This is an optimization exercise on Yosys and OpenROAD, whose aim is a short achievable clock period and few clock cycles, not a production implementation. In this exercise RTL edits were held to simulation tests only and were not proved equivalent to the original. Power is estimated from default activity; no workload was simulated.

[design/flow/config.mk]
export PLATFORM = sky130hd
export DESIGN_NAME = proc
export DESIGN_NICKNAME = proc
export VERILOG_FILES = /design/flow/design.v
export SDC_FILE = /design/flow/constraint.sdc
export NUM_CORES = 4
export LEC_CHECK = 0
export CAP_MARGIN = 20
export CORE_MARGIN = 2
export CORE_UTILIZATION = 45
export PLACE_DENSITY = 0.6
export SLEW_MARGIN = 20
[design/flow/constraint.sdc]
create_clock -name core_clock -period 8.0 [get_ports {clk}]
set_input_delay 1.6000 -clock core_clock [delete_from_list [all_inputs] [get_ports {clk}]]
set_output_delay 1.6000 -clock core_clock [all_outputs]
set_load 0.01 [all_outputs]
[design/flow/design.v]
`default_nettype none
package procPkg;
	localparam int wordWidth     = 16;
	localparam int numRegs       = 8;
	localparam int dmemDepth     = 256;
	localparam int regIdxWidth   = $clog2(numRegs);
	localparam int dmemAddrWidth = $clog2(dmemDepth);
	typedef logic [wordWidth-1:0]     word_t;
	typedef logic [regIdxWidth-1:0]   regIdx_t;
	typedef logic [dmemAddrWidth-1:0] dmemAddr_t;
	typedef enum logic [3:0] {
		opNop  = 4'd0,
		opAdd  = 4'd1,
		opSub  = 4'd2,
		opAnd  = 4'd3,
		opXor  = 4'd4,
		opAddi = 4'd5,
		opLbi  = 4'd6,
		opLd   = 4'd7,
		opSt   = 4'd8,
		opBeqz = 4'd9,
		opJ    = 4'd10,
		opHalt = 4'd15
	} opcode_t;
	typedef enum logic [2:0] {
		aluAdd,
		aluSub,
		aluAnd,
		aluXor,
		aluPassB
	} aluOp_t;
	localparam int opHi = 15;
	localparam int opLo = 12;
	localparam int rdHi = 11;
	localparam int rdLo = 9;
	localparam int rsHi = 8;
	localparam int rsLo = 6;
	localparam int rtHi = 5;
	localparam int rtLo = 3;
	localparam int immIWidth = 6;
	localparam int immLWidth = 9;
	localparam int immJWidth = 12;
	localparam word_t nopInstr = '0;
endpackage
`default_nettype wire
`timescale 1ns/100ps
`default_nettype none
module fetchStage (
	input  logic           clk,
	input  logic           rstN,
	input  logic           stall,
	input  logic           branchTaken,
	input  procPkg::word_t branchTarget,
	input  logic           haltSeen,
	input  procPkg::word_t imemData,
	output procPkg::word_t imemAddr,
	output procPkg::word_t instr,
	output procPkg::word_t pcInc
);
	procPkg::word_t pc;
	procPkg::word_t pcNext;
	logic  stopped;
	assign pcNext   = pc + procPkg::word_t'(1);
	assign imemAddr = pc;
	always_ff @(posedge clk) begin
		if (!rstN) begin
			stopped <= 1'b0;
		end else if (haltSeen && !stall) begin
			stopped <= 1'b1;
		end
	end
	always_ff @(posedge clk) begin
		if (!rstN) begin
			pc <= '0;
		end else if (!stall) begin
			if (branchTaken) begin
				pc <= branchTarget;
			end else if (!haltSeen && !stopped) begin
				pc <= pcNext;
			end
		end
	end
	always_ff @(posedge clk) begin
		if (!rstN) begin
			instr <= procPkg::nopInstr;
		end else if (!stall) begin
			instr <= (branchTaken || haltSeen || stopped) ? procPkg::nopInstr : imemData;
		end
	end
	always_ff @(posedge clk) begin
		if (!stall) begin
			pcInc <= pcNext;
		end
	end
endmodule
`default_nettype wire
`timescale 1ns/100ps
`default_nettype none
module decodeStage (
	input  logic             clk,
	input  logic             rstN,
	input  procPkg::word_t   instr,
	input  procPkg::word_t   pcInc,
	input  logic             stall,
	input  logic             commitValid,
	input  procPkg::regIdx_t commitReg,
	input  procPkg::word_t   commitData,
	output procPkg::regIdx_t srcA,
	output procPkg::regIdx_t srcB,
	output logic             useA,
	output logic             useB,
	output logic             branchTaken,
	output procPkg::word_t   branchTarget,
	output logic             haltSeen,
	output procPkg::word_t   exOpA,
	output procPkg::word_t   exOpB,
	output procPkg::word_t   exStoreData,
	output procPkg::aluOp_t  exAluOp,
	output logic             exUseImm,
	output procPkg::word_t   exImm,
	output logic             exMemRead,
	output logic             exMemWrite,
	output logic             exRegWrite,
	output procPkg::regIdx_t exDest,
	output logic             exHalt,
	output logic             err
);
	procPkg::word_t   regFile [procPkg::numRegs];
	procPkg::opcode_t opcode;
	procPkg::word_t   immI;
	procPkg::word_t   immL;
	procPkg::word_t   offJ;
	procPkg::word_t   readA;
	procPkg::word_t   readB;
	procPkg::word_t   imm;
	procPkg::aluOp_t  aluOp;
	logic    useImm;
	logic    memRead;
	logic    memWrite;
	logic    regWrite;
	logic    isBeqz;
	logic    isJump;
	logic    illegal;
	assign opcode = procPkg::opcode_t'(instr[procPkg::opHi:procPkg::opLo]);
	assign immI   = {{(procPkg::wordWidth-procPkg::immIWidth){instr[procPkg::immIWidth-1]}}, instr[procPkg::immIWidth-1:0]};
	assign immL   = {{(procPkg::wordWidth-procPkg::immLWidth){instr[procPkg::immLWidth-1]}}, instr[procPkg::immLWidth-1:0]};
	assign offJ   = {{(procPkg::wordWidth-procPkg::immJWidth){instr[procPkg::immJWidth-1]}}, instr[procPkg::immJWidth-1:0]};
	assign srcA = (opcode == procPkg::opBeqz) ? instr[procPkg::rdHi:procPkg::rdLo] : instr[procPkg::rsHi:procPkg::rsLo];
	assign srcB = (opcode == procPkg::opSt) ? instr[procPkg::rdHi:procPkg::rdLo] : instr[procPkg::rtHi:procPkg::rtLo];
	assign readA = (commitValid && commitReg == srcA) ? commitData : regFile[srcA];
	assign readB = (commitValid && commitReg == srcB) ? commitData : regFile[srcB];
	always_ff @(posedge clk) begin
		if (!rstN) begin
			for (int i = 0; i < procPkg::numRegs; i++) begin
				regFile[i] <= '0;
			end
		end else if (commitValid) begin
			regFile[commitReg] <= commitData;
		end
	end
	always_comb begin
		useA     = 1'b0;
		useB     = 1'b0;
		aluOp    = procPkg::aluAdd;
		useImm   = 1'b0;
		imm      = immI;
		memRead  = 1'b0;
		memWrite = 1'b0;
		regWrite = 1'b0;
		isBeqz   = 1'b0;
		isJump   = 1'b0;
		haltSeen = 1'b0;
		illegal  = 1'b0;
		case (opcode)
			procPkg::opNop: ;
			procPkg::opAdd, procPkg::opSub, procPkg::opAnd, procPkg::opXor: begin
				useA     = 1'b1;
				useB     = 1'b1;
				regWrite = 1'b1;
				aluOp    = (opcode == procPkg::opSub) ? procPkg::aluSub :
				           (opcode == procPkg::opAnd) ? procPkg::aluAnd :
				           (opcode == procPkg::opXor) ? procPkg::aluXor : procPkg::aluAdd;
			end
			procPkg::opAddi: begin
				useA     = 1'b1;
				useImm   = 1'b1;
				regWrite = 1'b1;
			end
			procPkg::opLbi: begin
				aluOp    = procPkg::aluPassB;
				useImm   = 1'b1;
				imm      = immL;
				regWrite = 1'b1;
			end
			procPkg::opLd: begin
				useA     = 1'b1;
				useImm   = 1'b1;
				memRead  = 1'b1;
				regWrite = 1'b1;
			end
			procPkg::opSt: begin
				useA     = 1'b1;
				useB     = 1'b1;
				useImm   = 1'b1;
				memWrite = 1'b1;
			end
			procPkg::opBeqz: begin
				useA   = 1'b1;
				isBeqz = 1'b1;
			end
			procPkg::opJ:     isJump = 1'b1;
			procPkg::opHalt:  haltSeen = 1'b1;
			default: illegal = 1'b1;
		endcase
	end
	assign branchTaken  = !stall && (isJump || (isBeqz && readA == '0));
	assign branchTarget = pcInc + (isJump ? offJ : immL);
	always_ff @(posedge clk) begin
		if (!rstN || stall) begin
			exMemRead  <= 1'b0;
			exMemWrite <= 1'b0;
			exRegWrite <= 1'b0;
			exHalt     <= 1'b0;
		end else begin
			exMemRead  <= memRead;
			exMemWrite <= memWrite;
			exRegWrite <= regWrite;
			exHalt     <= haltSeen;
		end
	end
	always_ff @(posedge clk) begin
		exOpA       <= readA;
		exOpB       <= readB;
		exStoreData <= readB;
		exAluOp     <= aluOp;
		exUseImm    <= useImm;
		exImm       <= imm;
		exDest      <= instr[procPkg::rdHi:procPkg::rdLo];
	end
	always_ff @(posedge clk) begin
		if (!rstN) begin
			err <= 1'b0;
		end else if (illegal) begin
			err <= 1'b1;
		end
	end
endmodule
`default_nettype wire
`timescale 1ns/100ps
`default_nettype none
module hazardUnit (
	input  procPkg::regIdx_t srcA,
	input  procPkg::regIdx_t srcB,
	input  logic             useA,
	input  logic             useB,
	input  logic             exRegWrite,
	input  procPkg::regIdx_t exDest,
	input  logic             memRegWrite,
	input  procPkg::regIdx_t memDest,
	output logic             stall
);
	logic exHitA;
	logic exHitB;
	logic memHitA;
	logic memHitB;
	assign exHitA = exRegWrite && exDest == srcA;
	assign exHitB = exRegWrite && exDest == srcB;
	assign memHitA = memRegWrite && memDest == srcA;
	assign memHitB = memRegWrite && memDest == srcB;
	assign stall = (useA && (exHitA || memHitA)) || (useB && (exHitB || memHitB));
endmodule
`default_nettype wire
`timescale 1ns/100ps
`default_nettype none
module executeStage (
	input  logic               clk,
	input  logic               rstN,
	input  procPkg::word_t     opA,
	input  procPkg::word_t     opB,
	input  procPkg::word_t     storeData,
	input  procPkg::aluOp_t    aluOp,
	input  logic               useImm,
	input  procPkg::word_t     imm,
	input  logic               memRead,
	input  logic               memWrite,
	input  logic               regWrite,
	input  procPkg::regIdx_t   dest,
	input  logic               halt,
	output procPkg::dmemAddr_t memAddr,
	output procPkg::word_t     memStoreData,
	output procPkg::word_t     memResult,
	output logic               memLoad,
	output logic               memStore,
	output logic               memRegWrite,
	output procPkg::regIdx_t   memDest,
	output logic               memHalt
);
	procPkg::word_t aluB;
	procPkg::word_t aluOut;
	assign aluB = useImm ? imm : opB;
	always_comb begin
		case (aluOp)
			procPkg::aluAdd:  aluOut = opA + aluB;
			procPkg::aluSub:  aluOut = opA - aluB;
			procPkg::aluAnd:  aluOut = opA & aluB;
			procPkg::aluXor:  aluOut = opA ^ aluB;
			default: aluOut = aluB;
		endcase
	end
	always_ff @(posedge clk) begin
		if (!rstN) begin
			memLoad     <= 1'b0;
			memStore    <= 1'b0;
			memRegWrite <= 1'b0;
			memHalt     <= 1'b0;
		end else begin
			memLoad     <= memRead;
			memStore    <= memWrite;
			memRegWrite <= regWrite;
			memHalt     <= halt;
		end
	end
	always_ff @(posedge clk) begin
		memAddr      <= aluOut[procPkg::dmemAddrWidth-1:0];
		memResult    <= aluOut;
		memStoreData <= storeData;
		memDest      <= dest;
	end
endmodule
`default_nettype wire
`timescale 1ns/100ps
`default_nettype none
module memoryStage (
	input  logic               clk,
	input  logic               rstN,
	input  procPkg::dmemAddr_t memAddr,
	input  procPkg::word_t     memStoreData,
	input  procPkg::word_t     memResult,
	input  logic               memLoad,
	input  logic               memStore,
	input  logic               memRegWrite,
	input  procPkg::regIdx_t   memDest,
	input  logic               memHalt,
	output logic               commitValid,
	output procPkg::regIdx_t   commitReg,
	output procPkg::word_t     commitData,
	output logic               halted
);
	procPkg::word_t dmem [procPkg::dmemDepth];
	procPkg::word_t loadData;
	assign loadData = dmem[memAddr];
	always_ff @(posedge clk) begin
		if (memStore) begin
			dmem[memAddr] <= memStoreData;
		end
	end
	always_ff @(posedge clk) begin
		if (!rstN) begin
			commitValid <= 1'b0;
		end else begin
			commitValid <= memRegWrite;
		end
	end
	always_ff @(posedge clk) begin
		commitReg  <= memDest;
		commitData <= memLoad ? loadData : memResult;
	end
	always_ff @(posedge clk) begin
		if (!rstN) begin
			halted <= 1'b0;
		end else if (memHalt) begin
			halted <= 1'b1;
		end
	end
endmodule
`default_nettype wire
`timescale 1ns/100ps
`default_nettype none
module proc (
	input  logic             clk,
	input  logic             rstN,
	input  procPkg::word_t   imemData,
	output procPkg::word_t   imemAddr,
	output logic             commitValid,
	output procPkg::regIdx_t commitReg,
	output procPkg::word_t   commitData,
	output logic             halted,
	output logic             err
);
	procPkg::word_t     instr;
	procPkg::word_t     pcInc;
	logic      branchTaken;
	procPkg::word_t     branchTarget;
	logic      haltSeen;
	logic      stall;
	procPkg::regIdx_t   srcA;
	procPkg::regIdx_t   srcB;
	logic      useA;
	logic      useB;
	procPkg::word_t     exOpA;
	procPkg::word_t     exOpB;
	procPkg::word_t     exStoreData;
	procPkg::aluOp_t    exAluOp;
	logic      exUseImm;
	procPkg::word_t     exImm;
	logic      exMemRead;
	logic      exMemWrite;
	logic      exRegWrite;
	procPkg::regIdx_t   exDest;
	logic      exHalt;
	procPkg::dmemAddr_t memAddr;
	procPkg::word_t     memStoreData;
	procPkg::word_t     memResult;
	logic      memLoad;
	logic      memStore;
	logic      memRegWrite;
	procPkg::regIdx_t   memDest;
	logic      memHalt;
	logic      decodeErr;
	fetchStage fetch (
		.clk(clk), .rstN(rstN), .stall(stall), .branchTaken(branchTaken),
		.branchTarget(branchTarget), .haltSeen(haltSeen), .imemData(imemData),
		.imemAddr(imemAddr), .instr(instr), .pcInc(pcInc)
	);
	decodeStage decode (
		.clk(clk), .rstN(rstN), .instr(instr), .pcInc(pcInc), .stall(stall),
		.commitValid(commitValid), .commitReg(commitReg), .commitData(commitData),
		.srcA(srcA), .srcB(srcB), .useA(useA), .useB(useB),
		.branchTaken(branchTaken), .branchTarget(branchTarget), .haltSeen(haltSeen),
		.exOpA(exOpA), .exOpB(exOpB), .exStoreData(exStoreData), .exAluOp(exAluOp),
		.exUseImm(exUseImm), .exImm(exImm), .exMemRead(exMemRead),
		.exMemWrite(exMemWrite), .exRegWrite(exRegWrite), .exDest(exDest),
		.exHalt(exHalt), .err(decodeErr)
	);
	hazardUnit hazard (
		.srcA(srcA), .srcB(srcB), .useA(useA), .useB(useB),
		.exRegWrite(exRegWrite), .exDest(exDest),
		.memRegWrite(memRegWrite), .memDest(memDest), .stall(stall)
	);
	executeStage execute (
		.clk(clk), .rstN(rstN), .opA(exOpA), .opB(exOpB), .storeData(exStoreData),
		.aluOp(exAluOp), .useImm(exUseImm), .imm(exImm), .memRead(exMemRead),
		.memWrite(exMemWrite), .regWrite(exRegWrite), .dest(exDest), .halt(exHalt),
		.memAddr(memAddr), .memStoreData(memStoreData), .memResult(memResult),
		.memLoad(memLoad), .memStore(memStore), .memRegWrite(memRegWrite),
		.memDest(memDest), .memHalt(memHalt)
	);
	memoryStage memory (
		.clk(clk), .rstN(rstN), .memAddr(memAddr), .memStoreData(memStoreData),
		.memResult(memResult), .memLoad(memLoad), .memStore(memStore),
		.memRegWrite(memRegWrite), .memDest(memDest), .memHalt(memHalt),
		.commitValid(commitValid), .commitReg(commitReg), .commitData(commitData),
		.halted(halted)
	);
	assign err = decodeErr;
endmodule
`default_nettype wire
[design/flow/run.sh]
#!/bin/bash
# synth_recipe.tcl (not shown) runs the flow's synth.tcl, then flattens the netlist and writes it again
# the make line also repeats each setting of config.mk as NAME=value (left out here)
make -C /OpenROAD-flow-scripts/flow DESIGN_CONFIG=/design/flow/config.mk WORK_HOME=/design/flow/orfs CLKGATE_MAP_FILE= SYNTH_SCRIPT=/design/flow/synth_recipe.tcl finish
==> results.txt <==
==> state kept, by name, summed over array words and instances (netlist names), 7 cells and up <==
signal / cells
memory.commitData: 16
fetch.pc: 16
execute.memStoreData: 16
execute.memResult: 9
decode.exOpB: 16
fetch.instr: 16
decode.exImm: 9
execute.memAddr: 7
memory.dmem: 4096
fetch.pcInc: 16
decode.regFile: 128
decode.exOpA: 16
==> where the power goes <==
part           switching (uW)  total [uW]  internal (uW)
logic                   11500       19800           8270
clock network            8580       19700          11200
registers                 991       28000          27000
total                   21100       67500          46500
==> per-stage QoR <==
stage	instance area, um2	util, %	power [uW]	instances
global route	195000	51.1	69700	13600
floorplan	172000	-	41000	7750
finish	195000	51.1	67500	13600
CTS	195000	51.0	68000	13600
detailed placement	181000	47.5	48400	12800
global placement	181000	47.4	48100	12800
==> cells by family (layout without fill, tap and decap cells) <==
logic type	Yosys count	after routing	synth area share [%]
DFF	4386	4386	75.7
muxes	1461	1461	18.3
and+or+nand+nor	951	951	2.59
buffers and inverters	498	1309	1.33
AOI/OAI and AO/OA	325	325	1.33
xor gates and xnor gates	79	79	0.407
adders and majority gates	50	50	0.372
other	0	12	0
==> layout by cell type (no fill, tap or decap), types with 14 or more instances in the layout <==
master	n
clkbuf_16	444
mux4_2	1335
bufinv_16	29
nor4_1	16
dfxtp_1	122
mux2_2	14
xor2_1	24
buf_4	374
nand3_1	49
o21ai_0	40
nor2_2	229
nand2b_1	23
clkinv_1	103
ha_1	48
xnor2_1	54
and2_1	139
nand2_1	205
clkinv_2	68
a21oi_1	62
nand4_1	16
clkbuf_1	113
nor2b_1	17
nor2_1	123
a31oi_1	16
dfxtp_4	22
nor3_1	33
edfxtp_1	4240
clkdlybuf4s50_1	55
mux2i_1	102
a32oi_1	35
and3_1	23
inv_1	48
buf_12	23
a211oi_1	21
a22oi_1	37
nor2_4	20
==> synth_stat cells, drive strengths merged (39+ instances only) <==
library cell / number
clkbuf: 233
dfxtp: 146
ha: 48
xnor2: 55
nor2: 372
nor3: 39
nand2: 218
mux4: 1335
inv: 49
a21oi: 64
buf: 214
o21ai: 53
and2: 140
edfxtp: 4240
nand3: 53
mux2i: 109
==> critical path, cell delays in order, from the launching register on <==
cell and delay [ns]:
dfxtp_4 0.81, buf_4 0.89, buf_4 0.50, mux4_2 0.56, mux4_2 0.58, nand2_1 0.11, nand3_1 0.11, nor3_1 0.87
o221ai_1 0.29, o21a_1 0.17
==> path summary, 6_finish.rpt <==
| kind | to | slack [ns] | cells after the start |
|---|---|---|---|
| min | execute.memStoreData[9] | 0.35 | 0 |
| max | memory.commitData[3] | 2.86 | 9 |
| min reg2reg | execute.memStoreData[9] | 0.35 | 0 |
| max reg2reg | memory.commitData[3] | 2.86 | 9 |
==> final cells by class <==
class / count / area [um2] / share of cell area, %
antenna: 12 / 30.0 / 0.0154
clock buffer: 563 / 11600 / 5.96
tap: 5038 / 6300 / 3.23
sequential: 4386 / 130000 / 66.9
inverter: 51 / 191 / 0.0982
clock inverter: 234 / 2050 / 1.05
multi-input combinational: 2866 / 40400 / 20.7
timing repair buffer: 461 / 4000 / 2.05
==> metal layers <==
layer  up-vias  GRT usage (%)  wire [um]
met5         -              0         96
met4         4           6.37      13500
met3       652           4.49      39100
met2      3691           36.8     217000
met1     45400           33.4     185000
li1      33600              -          -
==> metrics.md <==
| Metric | Value |
|---|---|
| Post-CTS Setup Bufs | 0 |
| Core Area | around 380000 um2 |
| Fin crit period | 5.14 ns |
| Count of final setup violators | 0 |
| Max VDD drop | between 0.2 and 0.3 mV |
| Setup WS post-layout | 2.86 ns |
| Final hold violation count | 0 |
| Fin. max-slew vios | 0 |
| RSZ-0062 raised after global routing | no |
| Share of cells above drive strength 1 | 31.2% |
| Asr flop ratio synth | 0% |
| Die width | 622 um |
| Critical Path Start | execute.memAddr[0] |
| GR Overflow Total | 0 |
| Syn-to-layout area delta | 13.3% |
| Reg-to-Reg Start | execute.memAddr[0] |
| CTS root buf | clkbuf_16 |
| Drt first pass iters | 7 |
| I/O Pins | 56 |
| Crit share post-route | 64.2% |
| Drt via density | 6.12 |
| Max Clock Freq | 0.195 GHz |
| Sink Count | 4386 |
| Nets@finish | 8268 |
| CTS buffer count | 434 |
| Ys flop type | edfxtp_1 |
| Number of flops mapped to enable cells by yosys | 4240 |
| Netlist Area Pre-Place | 172000 um2 |
| CTS tree | built |
| Clock slew at reported path FFs | 0.06 ns |
| Vias in the first global route | 84100 |
| Post-synth top area share | 74.0% |
| Iteration-0 DRC Markers | 10900 |
| Syn nets | slightly below 8000 |
| Largest cells by area after synthesis | edfxtp_1 (74%), mux4_2 (17%), dfxtp_1 (1.7%) |
| Sequential cell area fraction in the yosys report | 75.7% |
| Port bufs | 55 |
| Synth Register Bits | 4386 |
| Worst hold margin | between 0.3 and 0.4 ns |
| First-pass GRT wire length | 642000 um |
| PwrDens | 346 nW/um2 |
| Worst Tran Pin Value | 1.23 ns |
| Initial antenna violation count | 16 |
| H-tree lvl count | 5 |
| Worst Skew | 0.0577 ns |
| Maxcap violations | 0 |
| YS warnings | 4 |
| CP Class | register to register |
| Syn avg cell area | around 22 um2 |
| Total negative slack | 0 ns |
| Pin count of the biggest net entering global routing | 209 |
| Skew-Pair Late Insertion Delay | 0.99 ns |
| Post-Route WL | 454000 um |
| GPL Wtd Cong | ~0.87 |
| Leading area contributor after synthesis | edfxtp_1 |
| CP Capture Type | register |
| Min-Delay Path Class | register to register |
| Crit-path max FO | 47 |
| Die height | 622 um |
| Drc violations | 0 |
| LEAKAGE | slightly above 0.06 uW |
| Min-delay src | decode.exOpB[9] |
| Routed wire per std cell | 33.4 um |
| Normalized max-slew margin | 18.1% |
| Crit path DAT | 6.02 ns |
| Hpwl dp | 263000 um |
| Crit path launch type | register |
| Total GRT Usage | 23.3% |
| Post-cts resize count | 0 |
| Number of distinct library cells after synthesis | between 80 and 90 |
| Hold-fix buffers, CTS | 0 |
| Fill cell count | approximately 29000 |
| Status | finished clean |
| Row count | approximately 230 |
| Total die area | 387000 um2 |
| Cells after Synth | 7750 |
| Setup WS pre-CTS | 2.79 ns |
| Worst EP required | 8.88 ns |
| Clock Tree Buf Depth | 4 |
| Routed via count | 83300 |
| Initial core utilization | 45.1% |
| Antenna Nets Post-Route | 0 |
Testbench counts, summed over its fixed seeds: cycles 260,550.

[static timing again, ports no longer ideal]
Ports are ideal in the flow. The routed layout listed here was re-timed in OpenROAD.
Step 1, drivers: a clkbuf_16 drives clk and a buf_2 each remaining input, both assumed.
Step 2, shift: input delay + t, output delay - t, t = (earliest + latest rising clock arrival at the registers) / 2. This alone moves slack from input paths to output paths.
Three values: ideal ports, drivers, drivers and shift; two values: the first two.
t, ns: 1.074
setup slack, ns: 2.861 / 2.861 / 2.861
clock arrival spread, ns: 0.065 / 0.065
worst data-port slew with drivers (ns): 0.08
After both steps setup and hold are still met in this run. For this run, drivers alone change the setup slack by 0.000 ns; drivers and shift together by 0.000 ns.
